This design comes from an exercise in tuning for small area and a short achievable clock period on the open sky130 flow, not from production work.
RTL that was checked went through simulation tests only; none was proved equivalent to the original.
No activity file was given, so power comes from the tool's default toggle rates.

job 602:
==> flow/design.v (excerpt) <==
module jjn_dither_top
(
    input  logic             clk,
    input  logic             rst,
    input  logic [RGB_W-1:0] rgb,
    input  logic             de,
    input  logic             hs,
    input  logic             vs,
    output logic [RGB_W-1:0] dout,
    output logic             de_out,
    output logic             hs_out,
    output logic             vs_out
);
    logic [CNT_W-1:0] cnt;
    always_ff @(posedge clk) begin
        if (rst)
            cnt <= '0;
        else if (cnt != CNT_W'(CNT_MAX))
            cnt <= cnt + 1'b1;
    end
    logic [LATENCY-1:0][1:0] sync_taps;
    logic [QLAT:0]           de_taps;
    line_fifo #(.WIDTH(2), .DEPTH(LATENCY)) sync_dly (
        .clk(clk), .din({hs, vs}), .taps(sync_taps)
    );
    line_fifo #(.WIDTH(1), .DEPTH(QLAT + 1)) de_dly (
        .clk(clk), .din(de), .taps(de_taps)
    );
    logic [PIX_STAGES:1][PIX_W-1:0] pix;
    logic [HIST_LEN-2:0][Q_W:0] hist_taps;
    logic [Q_W-1:0]   q_next;
    logic [Q_W-1:0]   q_near;
    logic             bd_near;
    function automatic logic [2:0] share_w1(input logic [Q_W-1:0] q);
        case (q[4:3])
            2'b00:   share_w1 = 3'sd0;
            2'b01:   share_w1 = 3'sd1;
            2'b10:   share_w1 = -3'sd3;
            default: share_w1 = -3'sd2;
        endcase
    endfunction
    function automatic logic [4:0] share_w5(input logic [Q_W-1:0] q);
        share_w5 = $signed(q) - ($signed(q) >>> 3);
    endfunction
    function automatic logic [5:0] share_w7(input logic [Q_W-1:0] q);
        share_w7 = 6'($signed(q)) + 6'($signed(q) >>> 1) - 6'($signed(q) >>> 2);
    endfunction
    logic [5:0] gr;
    logic [6:0] gg;
    logic [5:0] gb;
    logic [6:0] gs_q;
    logic [6:1] gc_q;
    assign gr = rgb[23:18];
    assign gg = rgb[15:9];
    assign gb = rgb[7:2];
    always_ff @(posedge clk) begin
        gs_q <= {gg[6], gr ^ gg[5:0] ^ gb};
        gc_q <= (gr & gg[5:0]) | (gr & gb) | (gg[5:0] & gb);
    end
  ...
Settings: LEC_CHECK=0, ABC_AREA=1, CAP_MARGIN=20, CORE_MARGIN=2, CORE_UTILIZATION=60, CTS_BUF_LIST=sky130_fd_sc_hd__clkbuf_16, CTS_CLUSTER_DIAMETER=100, CTS_CLUSTER_SIZE=28, SETUP_SLACK_MARGIN=4.05, SLEW_MARGIN=20; clock period 6.5 ns.
standard.sh (not shown) runs the stock make flow with config.mk's settings and CLKGATE_MAP_FILE= SYNTH_SCRIPT=/design/flow/synth_recipe.tcl, a recipe that flattens the netlist after the stock synthesis.
==> flow/flow/run.sh <==
#!/bin/bash
# The standard layout (standard.sh) with these ORFS settings changed:
#   ADDER_MAP_FILE empty: no adder cells are extracted in synthesis, so ABC
#     maps all of the arithmetic itself (registers and names unchanged);
#   and the placement/CTS/repair settings listed on the make line below.
# Every tool's output goes to orfs_make.log here; ORFS keeps its per-step
# logs under orfs/logs.
set -euo pipefail
bash standard.sh ADDER_MAP_FILE= MATCH_CELL_FOOTPRINT=0 'BUFFER_PORTS_ARGS=-buffer_cell sky130_fd_sc_hd__buf_2' finish > orfs_make.log 2>&1
What job 7553 does differently from job 602 at the input level:
# job 602
export LEC_CHECK = 0
export ABC_AREA = 1
export CAP_MARGIN = 20
export CORE_MARGIN = 2
export CORE_UTILIZATION = 60
export CTS_BUF_LIST = sky130_fd_sc_hd__clkbuf_16
export CTS_CLUSTER_DIAMETER = 100
export CTS_CLUSTER_SIZE = 28
export SETUP_SLACK_MARGIN = 4.05
export SLEW_MARGIN = 20
create_clock -name core_clock -period 6.5 [get_ports {clk}]
# job 7553
export LEC_CHECK = 0
export ABC_AREA = 1
export CAP_MARGIN = 20
export CORE_MARGIN = 2
export CORE_UTILIZATION = 60
export CTS_BUF_LIST = sky130_fd_sc_hd__clkbuf_16
export CTS_CLUSTER_DIAMETER = 100
export CTS_CLUSTER_SIZE = 28
export SETUP_SLACK_MARGIN = 4.25
export SLEW_MARGIN = 20
create_clock -name core_clock -period 6.5 [get_ports {clk}]
Findings:
Looking at job 7553 and job 602, the final clock period utilization by the worst path is a wash.
As far as sequential cell power is concerned, job 602 and job 7553 perform about the same.
Of job 7553 and job 602, job 7553 shows the higher routed wire length, with job 602 below it.
Looking at start point of the critical path, the bd_q[2] result is from job 602; the bd_q[1] one comes from job 7553.
Here is what was changed in the inputs of job 5838 compared with job 7553.
# job 7553
export LEC_CHECK = 0
export ABC_AREA = 1
export CAP_MARGIN = 20
export CORE_MARGIN = 2
export CORE_UTILIZATION = 60
export CTS_BUF_LIST = sky130_fd_sc_hd__clkbuf_16
export CTS_CLUSTER_DIAMETER = 100
export CTS_CLUSTER_SIZE = 28
export SETUP_SLACK_MARGIN = 4.25
export SLEW_MARGIN = 20
create_clock -name core_clock -period 6.5 [get_ports {clk}]
# job 5838
export LEC_CHECK = 0
export ABC_AREA = 1
export CAP_MARGIN = 20
export CORE_MARGIN = 2
export CORE_UTILIZATION = 60
export CTS_BUF_LIST = sky130_fd_sc_hd__clkbuf_16
export CTS_CLUSTER_DIAMETER = 100
export CTS_CLUSTER_SIZE = 28
export SETUP_SLACK_MARGIN = 4.15
export SLEW_MARGIN = 20
create_clock -name core_clock -period 6.5 [get_ports {clk}]
Findings:
Diff job 7553 -> job 5838: combinational power went down about 2.6%; final standard cell area without fillers held; reg-to-reg setup timing slack went up 0.05 ns; post-synthesis area per instance held.
In terms of via count, job 5838 and job 7553 differ only marginally.
Job 7553 -> job 5838: power consumption decreased slightly
| post-route fraction of the period consumed by the critical path | lower: job 7553 |
Here is what was changed in the inputs of job 6248 compared with job 5838.
# job 5838
export LEC_CHECK = 0
export ABC_AREA = 1
export CAP_MARGIN = 20
export CORE_MARGIN = 2
export CORE_UTILIZATION = 60
export CTS_BUF_LIST = sky130_fd_sc_hd__clkbuf_16
export CTS_CLUSTER_DIAMETER = 100
export CTS_CLUSTER_SIZE = 28
export SETUP_SLACK_MARGIN = 4.15
export SLEW_MARGIN = 20
create_clock -name core_clock -period 6.5 [get_ports {clk}]
# job 6248
export LEC_CHECK = 0
export ABC_AREA = 1
export CAP_MARGIN = 20
export CORE_MARGIN = 2
export CORE_UTILIZATION = 60
export CTS_BUF_LIST = sky130_fd_sc_hd__clkbuf_16
export CTS_CLUSTER_DIAMETER = 100
export CTS_CLUSTER_SIZE = 28
export SETUP_SLACK_MARGIN = 4.0
export SLEW_MARGIN = 20
create_clock -name core_clock -period 6.5 [get_ports {clk}]
Results
- Cmp job 6248 and job 5838 / final area / lower: job 6248
- When job 6248 is set beside job 5838, its multi-input gate area in the final layout turns out to be about 9% smaller.
- Power in sequential cells: job 5838 vs job 6248 — no meaningful difference
- A destination of the critical timing path of dout[22] is what job 6248 shows, while dout[15] belongs to job 5838.
- The multi-input combinational area share of job 6248 falls short of that of job 5838 by 1.1 points.
- Combinational power (job 6248 over job 5838): decrease, about 18%
- Job 6248 against job 5838; via count is down by a few percent.
- Detailed-route wire length (job 6248 vs. job 5838) decreases by a few percent
- Comparing part of the total power dissipated in the clock network for job 6248 and job 5838, the smaller number came from job 5838.
- Changes observed in job 6248 relative to job 5838: via count of the first global-routing pass went down, delay of the slowest cell on the worst path did not really move.
- Status: area of all sequential standard cells parity (job 5838, job 6248)
Function was not checked in any run of this note: the RTL went through the layout flow alone.


Another version of the RTL of jjn_dither_top (not shown whole).
For scale: ~520 flip-flops, about 56 I/O pins, about 17,000 µm² of cells after synthesis.
make LEC_CHECK=0 CAP_MARGIN=20 CORE_MARGIN=2 CORE_UTILIZATION=60 SETUP_SLACK_MARGIN=3.8 SLEW_MARGIN=20 finish   # period 6.5 ns
run.sh (not shown) runs the stock make flow with config.mk's settings and CLKGATE_MAP_FILE= SYNTH_SCRIPT=/design/flow/synth_recipe.tcl, a recipe that flattens the netlist after the stock synthesis.
Stock flow here: none of the scripts above is used.
The first run completed without violations.
==> next run, changes <==
==> flow/flow/run.sh (new file) <==
#!/bin/bash
# The standard layout, with one change to synthesis: no adder cells are
# extracted (ADDER_MAP_FILE empty), so ABC maps all of the arithmetic
# itself. Registers, their names and their cell types are unchanged.
set -euo pipefail
bash standard.sh ADDER_MAP_FILE= finish > orfs_make.log 2>&1
==> flow/standard.sh (new file) <==
#!/bin/bash
# synth_recipe.tcl (not shown) runs the flow's synth.tcl, then flattens the netlist and writes it again
# the make line also repeats each setting of config.mk as NAME=value (left out here)
make -C /OpenROAD-flow-scripts/flow DESIGN_CONFIG=/design/flow/config.mk WORK_HOME=/design/flow/orfs CLKGATE_MAP_FILE= SYNTH_SCRIPT=/design/flow/synth_recipe.tcl "${@:-finish}"
removed: flow/run.sh
=> The changed run ran to the end with no violations; cell area is lower by a few percent; critical path depth is lower by 4; wire length decreases by a few percent; global-route usage went down by 0.42 points.
No functional check of the RTL was part of any run of this note.


jjn_dither_top, a different RTL version from the one above (not shown whole).
Size: roughly 56 I/O pins, about 16000 µm² of cells after synthesis.
Design jjn_dither_top, start of the top module:
module jjn_dither_top
(
    input  logic             clk,
    input  logic             rst,
    input  logic [RGB_W-1:0] rgb,
    input  logic             de,
    input  logic             hs,
    input  logic             vs,
    output logic [RGB_W-1:0] dout,
    output logic             de_out,
    output logic             hs_out,
    output logic             vs_out
);
    logic [CNT_W-1:0] cnt;
    always_ff @(posedge clk) begin
        if (rst)
            cnt <= '0;
        else if (cnt != CNT_W'(CNT_MAX))
            cnt <= cnt + 1'b1;
    end
    logic [LATENCY-1:0][2:0] sync_taps;
    line_fifo #(.WIDTH(3), .DEPTH(LATENCY)) sync_dly (
        .clk(clk), .din({de, hs, vs}), .taps(sync_taps)
    );
    logic [PIX_STAGES:0][PIX_W-1:0] pix;
    logic [HIST_LEN-2:0][Q_W:0] hist_taps;
    logic [Q_W-1:0]   q_next;
    logic [Q_W-1:0]   q_far;
    logic [Q_W-1:0]   q_near;
    logic             bd_near;
    always_ff @(posedge clk) begin
        pix[0] <= {2'b00, rgb[7:2]} + {1'b0, rgb[15:9]} + {2'b00, rgb[23:18]};
    end
    assign q_far  = hist_taps[HIST_FAR-1][Q_W-1:0];
    assign q_next = hist_taps[HIST_NEXT-1][Q_W-1:0];
    diffusion_row #(.WEIGHT(1)) far0 (.clk(clk), .value_in(pix[0]), .q_in(q_far), .value_out(pix[1]));
    diffusion_row #(.WEIGHT(3)) far1 (.clk(clk), .value_in(pix[1]), .q_in(q_far), .value_out(pix[2]));
    diffusion_row #(.WEIGHT(5)) far2 (.clk(clk), .value_in(pix[2]), .q_in(q_far), .value_out(pix[3]));
    diffusion_row #(.WEIGHT(3)) far3 (.clk(clk), .value_in(pix[3]), .q_in(q_far), .value_out(pix[4]));
    diffusion_row #(.WEIGHT(1)) far4 (.clk(clk), .value_in(pix[4]), .q_in(q_far), .value_out(pix[5]));
    diffusion_row #(.WEIGHT(3)) nxt0 (.clk(clk), .value_in(pix[5]), .q_in(q_next), .value_out(pix[6]));
  ...
make LEC_CHECK=0 CAP_MARGIN=20 CORE_MARGIN=2 CORE_UTILIZATION=60 SETUP_SLACK_MARGIN=4.2 SLEW_MARGIN=20 finish   # period 6.5 ns
Stock flow here: none of the scripts above is used.
The starting point ran to the end with no violations.
==> next run, changes <==
SETUP_SLACK_MARGIN = 3.5   (was 4.2)
Outcome: The changed run produced a clean layout; routed wire length shrinks by 12%; worst hold slack gains 0.0040 ns; clock skew went down by 0.010 ns; fmax goes up by 2.7%; clock power is lower by about 5%; worst setup slack improved by 0.088 ns; via count goes down by 5.7%; utilization came out lower by 5.9 points; power came out lower by 6.0%.
Function was not checked in any run of this note: the RTL went through the layout flow alone.


cedar:
Another version of the RTL of jjn_dither_top (not shown whole).
Size in the first run: about 1500 cells after synthesis, roughly 15000 sq um of cells after synthesis.
==> flow/config.mk <==
export PLATFORM = sky130hd
export DESIGN_NAME = jjn_dither_top
export DESIGN_NICKNAME = jjn_dither_top
export VERILOG_FILES = /design/flow/design.v
export SDC_FILE = /design/flow/constraint.sdc
export NUM_CORES = 4
export LEC_CHECK = 0
export ABC_AREA = 1
export CAP_MARGIN = 20
export CORE_MARGIN = 2
export CORE_UTILIZATION = 60
export CTS_BUF_LIST = sky130_fd_sc_hd__clkbuf_16
export CTS_CLUSTER_DIAMETER = 100
export CTS_CLUSTER_SIZE = 31
export SETUP_SLACK_MARGIN = 3.9
export SLEW_MARGIN = 20
==> flow/constraint.sdc <==
create_clock -name core_clock -period 6.5 [get_ports {clk}]
set_input_delay 1.3000 -clock core_clock [delete_from_list [all_inputs] [get_ports {clk}]]
set_output_delay 1.3000 -clock core_clock [all_outputs]
set_load 0.01 [all_outputs]
standard.sh (not shown) runs the stock make flow with config.mk's settings and CLKGATE_MAP_FILE= SYNTH_SCRIPT=/design/flow/synth_recipe.tcl, a recipe that flattens the netlist after the stock synthesis.
==> flow/flow/run.sh <==
#!/bin/bash
# The standard layout (standard.sh) with these ORFS settings changed:
#   ADDER_MAP_FILE empty: no adder cells are extracted in synthesis, so ABC
#     maps all of the arithmetic itself (registers and names unchanged);
#   and the placement/CTS/repair settings listed on the make line below.
# Every tool's output goes to orfs_make.log here; ORFS keeps its per-step
# logs under orfs/logs.
set -euo pipefail
bash standard.sh ADDER_MAP_FILE= MATCH_CELL_FOOTPRINT=0 'BUFFER_PORTS_ARGS=-buffer_cell sky130_fd_sc_hd__buf_2' finish > orfs_make.log 2>&1
cedar closes out successfully: all stages finished, all timing, DRC and antenna checks passed.
[inputs] oak vs cedar
# cedar
export LEC_CHECK = 0
export ABC_AREA = 1
export CAP_MARGIN = 20
export CORE_MARGIN = 2
export CORE_UTILIZATION = 60
export CTS_BUF_LIST = sky130_fd_sc_hd__clkbuf_16
export CTS_CLUSTER_DIAMETER = 100
export CTS_CLUSTER_SIZE = 31
export SETUP_SLACK_MARGIN = 3.9
export SLEW_MARGIN = 20
create_clock -name core_clock -period 6.5 [get_ports {clk}]
# oak
export LEC_CHECK = 0
export ABC_AREA = 1
export CAP_MARGIN = 20
export CORE_MARGIN = 2
export CORE_UTILIZATION = 60
export CTS_BUF_LIST = sky130_fd_sc_hd__clkbuf_16
export CTS_CLUSTER_DIAMETER = 100
export CTS_CLUSTER_SIZE = 28
export SETUP_SLACK_MARGIN = 3.9
export SLEW_MARGIN = 20
create_clock -name core_clock -period 6.5 [get_ports {clk}]
==> comparison <==
- Diff cedar -> oak | global-route track usage on met1 | increase of 0.15 points
- Going from cedar to oak, post-layout total power grew slightly.
- cedar and oak ended up with roughly the same switching fraction of total power.
- Going from cedar to oak, final area has increased, routed length on met2 rose by about 0.6%, worst setup slack stayed essentially flat.
- Ratio of total power to cell area (oak vs. cedar) increases slightly
No run of this note included a check of the RTL's function; only the layout flow was run.


The RTL this note starts from:
==> flow/design.v <==
package dither_pkg;
    localparam int PIX_W = 8;
    localparam int Q_W = 5;
    localparam int SH_W = 6;
    localparam int RGB_W = 24;
    localparam int LINE_TOTAL = 24;
    localparam int LATENCY = 2 * LINE_TOTAL + 3;
    localparam int PIX_STAGES = 11;
    localparam int QLAT = PIX_STAGES + 1;
    localparam int HIST_NEXT = LINE_TOTAL - 5;
    localparam int HIST_FAR  = 2 * LINE_TOTAL - 10;
    localparam int HIST_LEN  = HIST_FAR + 1;
    localparam int CNT_W   = 6;
    localparam int CNT_MAX = LATENCY;
endpackage
import dither_pkg::*;
module diffusion_row
#(
    parameter int K = 3
) (
    input  logic             clk,
    input  logic [PIX_W-1:0] value_in,
    input  logic [K-1:0]     share,
    output logic [PIX_W-1:0] value_out
);
    logic               neg;
    logic [K:0]         lo;
    logic               cy;
    logic [PIX_W-K-1:0] hi;
    logic [PIX_W-K-1:0] hi_new;
    logic               up;
    logic               dn;
    logic [PIX_W-K:0]   all1;
    logic [PIX_W-K:0]   all0;
    logic               ovf;
    logic               unf;
    assign neg = share[K-1];
    assign lo = {1'b0, value_in[K-1:0]} + {1'b0, share};
    assign cy = lo[K];
    assign hi = value_in[PIX_W-1:K];
    assign up = cy && !neg;
    assign dn = !cy && neg;
    always_comb begin
        all1[0] = 1'b1;
        all0[0] = 1'b1;
        for (int i = 0; i < PIX_W - K; i++) begin
            all1[i+1] = all1[i] && hi[i];
            all0[i+1] = all0[i] && !hi[i];
        end
        for (int i = 0; i < PIX_W - K; i++) begin
            hi_new[i] = hi[i] ^ ((up && all1[i]) || (dn && all0[i]));
        end
    end
    assign ovf = up && all1[PIX_W-K];
    assign unf = dn && all0[PIX_W-K];
    always_ff @(posedge clk) begin
        value_out <= unf ? '0 : (ovf ? '1 : {hi_new, lo[K-1:0]});
    end
endmodule
module line_fifo
#(
    parameter int WIDTH = 1,
    parameter int DEPTH = 1
) (
    input  logic             clk,
    input  logic [WIDTH-1:0] din,
    output logic [DEPTH-1:0][WIDTH-1:0] taps
);
    always_ff @(posedge clk) begin
        taps[0] <= din;
        for (int i = 1; i < DEPTH; i++) begin
            taps[i] <= taps[i-1];
        end
    end
endmodule
import dither_pkg::*;
module jjn_quantizer
(
    input  logic             clk,
    input  logic [PIX_W-1:0] value_in,
    input  logic             de_in,
    output logic [Q_W-1:0]   q_out,
    output logic             bd_out
);
    localparam int NJ = 7;   
    logic [4:0]        a;
    logic [2:0]        c;
    logic signed [6:0] s    [NJ];
    logic [NJ-1:0]     zero;
    logic [NJ-1:0]     b_at;
    logic [Q_W-1:0]    z_at [NJ];
    logic [Q_W-1:0]    m_at [NJ-1];
    assign a = value_in[7:3];
    assign c = value_in[2:0];
    always_comb begin
        for (int j = 0; j < NJ; j++) begin
            s[j]    = $signed({2'b00, a}) + 7'(j - 3);
            zero[j] = !de_in || s[j][6] || s[j][5];
            b_at[j] = !s[j][6] && (s[j][5] || s[j][4]);
            z_at[j] = zero[j] ? '0 : s[j][Q_W-1:0];
        end
        for (int j = 0; j < NJ - 1; j++) begin
            m_at[j] = zero[j] ? '0 : (b_at[j] ? s[j+1][Q_W-1:0] : s[j][Q_W-1:0]);
        end
    end
    logic signed [5:0] w7;
    logic [5:0]        hsel;
    logic [2:0]        l;
    assign w7 = 6'($signed(q_out)) + 6'($signed(q_out) >>> 1) - 6'($signed(q_out) >>> 2);
    assign l  = w7[2:0];
    always_comb begin
        for (int h = 0; h < 6; h++) begin
            hsel[h] = (w7[5:3] == 3'(h - 3));
        end
    end
    logic [3:0] t;
    logic       cy8;
    logic       cy7;
    assign t   = {1'b0, c} + {1'b0, l};
    assign cy8 = t[3];
    assign cy7 = t[3] || (t[2:0] == 3'd7);
    logic [Q_W-1:0] q0;
    logic [Q_W-1:0] q1;
    logic [Q_W-1:0] q2;
    logic           b0;
    logic           b2;
    always_comb begin
        q0 = '0;
        q1 = '0;
        q2 = '0;
        b0 = 1'b0;
        b2 = 1'b0;
        for (int h = 0; h < 6; h++) begin
            q0 = q0 | ({Q_W{hsel[h]}} & z_at[h]);
            q1 = q1 | ({Q_W{hsel[h]}} & m_at[h]);
            q2 = q2 | ({Q_W{hsel[h]}} & z_at[h+1]);
            b0 = b0 | (hsel[h] & b_at[h]);
            b2 = b2 | (hsel[h] & b_at[h+1]);
        end
    end
    always_ff @(posedge clk) begin
        q_out  <= cy8 ? q2 : (cy7 ? q1 : q0);
        bd_out <= cy8 ? b2 : b0;
    end
endmodule
import dither_pkg::*;
module jjn_dither_top
(
    input  logic             clk,
    input  logic             rst,
    input  logic [RGB_W-1:0] rgb,
    input  logic             de,
    input  logic             hs,
    input  logic             vs,
    output logic [RGB_W-1:0] dout,
    output logic             de_out,
    output logic             hs_out,
    output logic             vs_out
);
    logic [CNT_W-1:0] cnt;
    always_ff @(posedge clk) begin
        if (rst)
            cnt <= '0;
        else if (cnt != CNT_W'(CNT_MAX))
            cnt <= cnt + 1'b1;
    end
    logic [LATENCY-1:0][2:0] sync_taps;
    line_fifo #(.WIDTH(3), .DEPTH(LATENCY)) sync_dly (
        .clk(clk), .din({de, hs, vs}), .taps(sync_taps)
    );
    logic [PIX_STAGES:1][PIX_W-1:0] pix;
    logic [HIST_LEN-2:0][Q_W:0] hist_taps;
    logic [Q_W-1:0]   q_next;
    logic [Q_W-1:0]   q_near;
    logic             bd_near;
    function automatic logic [2:0] share_w1(input logic [Q_W-1:0] q);
        case (q[4:3])
            2'b00:   share_w1 = 3'sd0;
            2'b01:   share_w1 = 3'sd1;
            2'b10:   share_w1 = -3'sd3;
            default: share_w1 = -3'sd2;
        endcase
    endfunction
    function automatic logic [4:0] share_w5(input logic [Q_W-1:0] q);
        share_w5 = $signed(q) - ($signed(q) >>> 3);
    endfunction
    function automatic logic [5:0] share_w7(input logic [Q_W-1:0] q);
        share_w7 = 6'($signed(q)) + 6'($signed(q) >>> 1) - 6'($signed(q) >>> 2);
    endfunction
    logic [5:0] gr;
    logic [6:0] gg;
    logic [5:0] gb;
    logic [6:0] gs_q;
    logic [6:1] gc_q;
    assign gr = rgb[23:18];
    assign gg = rgb[15:9];
    assign gb = rgb[7:2];
    always_ff @(posedge clk) begin
        gs_q <= {gg[6], gr ^ gg[5:0] ^ gb};
        gc_q <= (gr & gg[5:0]) | (gr & gb) | (gg[5:0] & gb);
    end
    logic           keep_next;
    logic           keep_far;
    logic [3:0]     far_q41;
    logic [4:0]     far_w5;
    logic [4:0]     next_w5;
    logic [5:0]     next_w7;
    assign keep_next = !rst && (cnt >= CNT_W'(HIST_NEXT));
    assign keep_far  = !rst && (cnt >= CNT_W'(HIST_FAR));
    always_ff @(posedge clk) begin
        far_q41 <= keep_far ? hist_taps[HIST_FAR-2][Q_W-1:1] : '0;
        far_w5  <= keep_far ? share_w5(hist_taps[HIST_FAR-2][Q_W-1:0]) : '0;
        next_w5 <= keep_next ? share_w5(hist_taps[HIST_NEXT-2][Q_W-1:0]) : '0;
        next_w7 <= keep_next ? share_w7(hist_taps[HIST_NEXT-2][Q_W-1:0]) : '0;
    end
    assign q_next = hist_taps[HIST_NEXT-1][Q_W-1:0];
    logic [2:0] far_w1;
    assign far_w1 = share_w1({far_q41, 1'b0});
    logic signed [9:0] far0_sum;
    assign far0_sum = $signed({3'b0, gs_q}) + $signed({3'b0, gc_q, 1'b0}) + $signed(far_w1);
    always_ff @(posedge clk) begin
        pix[1] <= far0_sum[9] ? '0 : far0_sum[PIX_W-1:0];
    end
    diffusion_row #(.K(4)) far1 (.clk(clk), .value_in(pix[1]), .share(far_q41), .value_out(pix[2]));
    diffusion_row #(.K(5)) far2 (.clk(clk), .value_in(pix[2]), .share(far_w5), .value_out(pix[3]));
    diffusion_row #(.K(4)) far3 (.clk(clk), .value_in(pix[3]), .share(far_q41), .value_out(pix[4]));
    diffusion_row #(.K(3)) far4 (.clk(clk), .value_in(pix[4]), .share(far_w1), .value_out(pix[5]));
    diffusion_row #(.K(4)) nxt0 (.clk(clk), .value_in(pix[5]), .share(q_next[4:1]), .value_out(pix[6]));
    diffusion_row #(.K(5)) nxt1 (.clk(clk), .value_in(pix[6]), .share(next_w5), .value_out(pix[7]));
    diffusion_row #(.K(6)) nxt2 (.clk(clk), .value_in(pix[7]), .share(next_w7), .value_out(pix[8]));
    diffusion_row #(.K(5)) nxt3 (.clk(clk), .value_in(pix[8]), .share(next_w5), .value_out(pix[9]));
    diffusion_row #(.K(4)) nxt4 (.clk(clk), .value_in(pix[9]), .share(q_next[4:1]), .value_out(pix[10]));
    diffusion_row #(.K(5)) cur0 (.clk(clk), .value_in(pix[10]), .share(share_w5(q_near)), .value_out(pix[11]));
    logic de_eff;
    assign de_eff = sync_taps[PIX_STAGES][2] && (cnt >= CNT_W'(QLAT));
    jjn_quantizer quantizer_i (
        .clk(clk), .value_in(pix[PIX_STAGES]), .de_in(de_eff),
        .q_out(q_near), .bd_out(bd_near)
    );
    always_ff @(posedge clk) begin
        hist_taps[0] <= {bd_near, q_near};
        for (int i = 1; i < HIST_LEN - 1; i++) begin
            hist_taps[i] <= hist_taps[i-1];
        end
        if (!keep_next) hist_taps[HIST_NEXT-1][Q_W-1:0] <= '0;
    end
    logic       out_ok;
    logic       bd_q;
    logic [2:0] sync_q;
    assign out_ok = !rst && (cnt == CNT_W'(CNT_MAX));
    always_ff @(posedge clk) begin
        bd_q   <= out_ok && hist_taps[HIST_FAR-1][Q_W] && sync_taps[LATENCY-1][2];
        sync_q <= out_ok ? sync_taps[LATENCY-1] : 3'b000;
    end
    assign dout = {RGB_W{bd_q}};
    assign {de_out, hs_out, vs_out} = sync_q;
endmodule
Settings: LEC_CHECK=0, CAP_MARGIN=20, CORE_MARGIN=2, CORE_UTILIZATION=60, CTS_BUF_LIST=sky130_fd_sc_hd__clkbuf_8, CTS_CLUSTER_DIAMETER=80, CTS_CLUSTER_SIZE=20, SETUP_SLACK_MARGIN=4.0, SLEW_MARGIN=20; clock period 6.5 ns.
Scripts as last shown in full above: flow/flow/run.sh
The starting point passed the timing, DRC and antenna checks.
Next try:
- ABC_AREA: unset -> 1
=> Clock power grows by about 8%; die area shrinks by 2.2%; final area shrinks by 1.5%; critical path depth shrinks by 1; worst hold slack gets better by 3.8 ps; via count shrinks by 2.7%; core utilization grows by 0.77 points; area after synthesis shrinks by 2.2%; power shrinks by 13%.

==> port drivers added, routing unchanged <==
No port has a modelled driver above. Below, the same layouts with a new extraction and two added sets of constraints. Step 1 sets driving cells, clkbuf_16 on the clock port and buf_2 on the other inputs (assumed; they add their load-dependent delay and slew). Step 2 also shifts input and output timing later by t, the mid clock arrival at the registers, as if the neighbouring blocks saw the same clock. Slacks: ideal / step 1 / step 2; pairs: ideal / step 1.
run	t (ns)	setup WS [ns]	latest minus earliest clock arrival (ns)
job 602	0.566	4.153 / 4.106 / 3.641	0.031 / 0.031
job 7553	0.568	4.154 / 4.106 / 3.837	0.031 / 0.030
job 5838	0.567	4.119 / 4.072 / 3.788	0.032 / 0.032
job 6248	0.565	4.094 / 4.046 / 3.709	0.031 / 0.032
the first run of note 2	0.585	3.489 / 3.489 / 3.489	0.021 / 0.022
the second run of note 2	0.584	3.733 / 3.733 / 3.692	0.022 / 0.022
the first run of note 3	0.601	3.212 / 3.212 / 3.212	0.037 / 0.037
the second run of note 3	0.596	3.300 / 3.300 / 2.989	0.024 / 0.024
cedar	0.565	3.998 / 3.951 / 3.745	0.023 / 0.023
oak	0.561	3.999 / 3.954 / 3.741	0.027 / 0.026
the first run of note 5	0.633	3.957 / 3.911 / 4.094	0.033 / 0.033
the second run of note 5	0.657	3.979 / 3.933 / 3.844	0.035 / 0.035
After both steps every run listed still meets setup and hold. For job 602, which loses most, drivers alone change the setup slack by -0.047 ns; drivers and shift together by -0.512 ns.
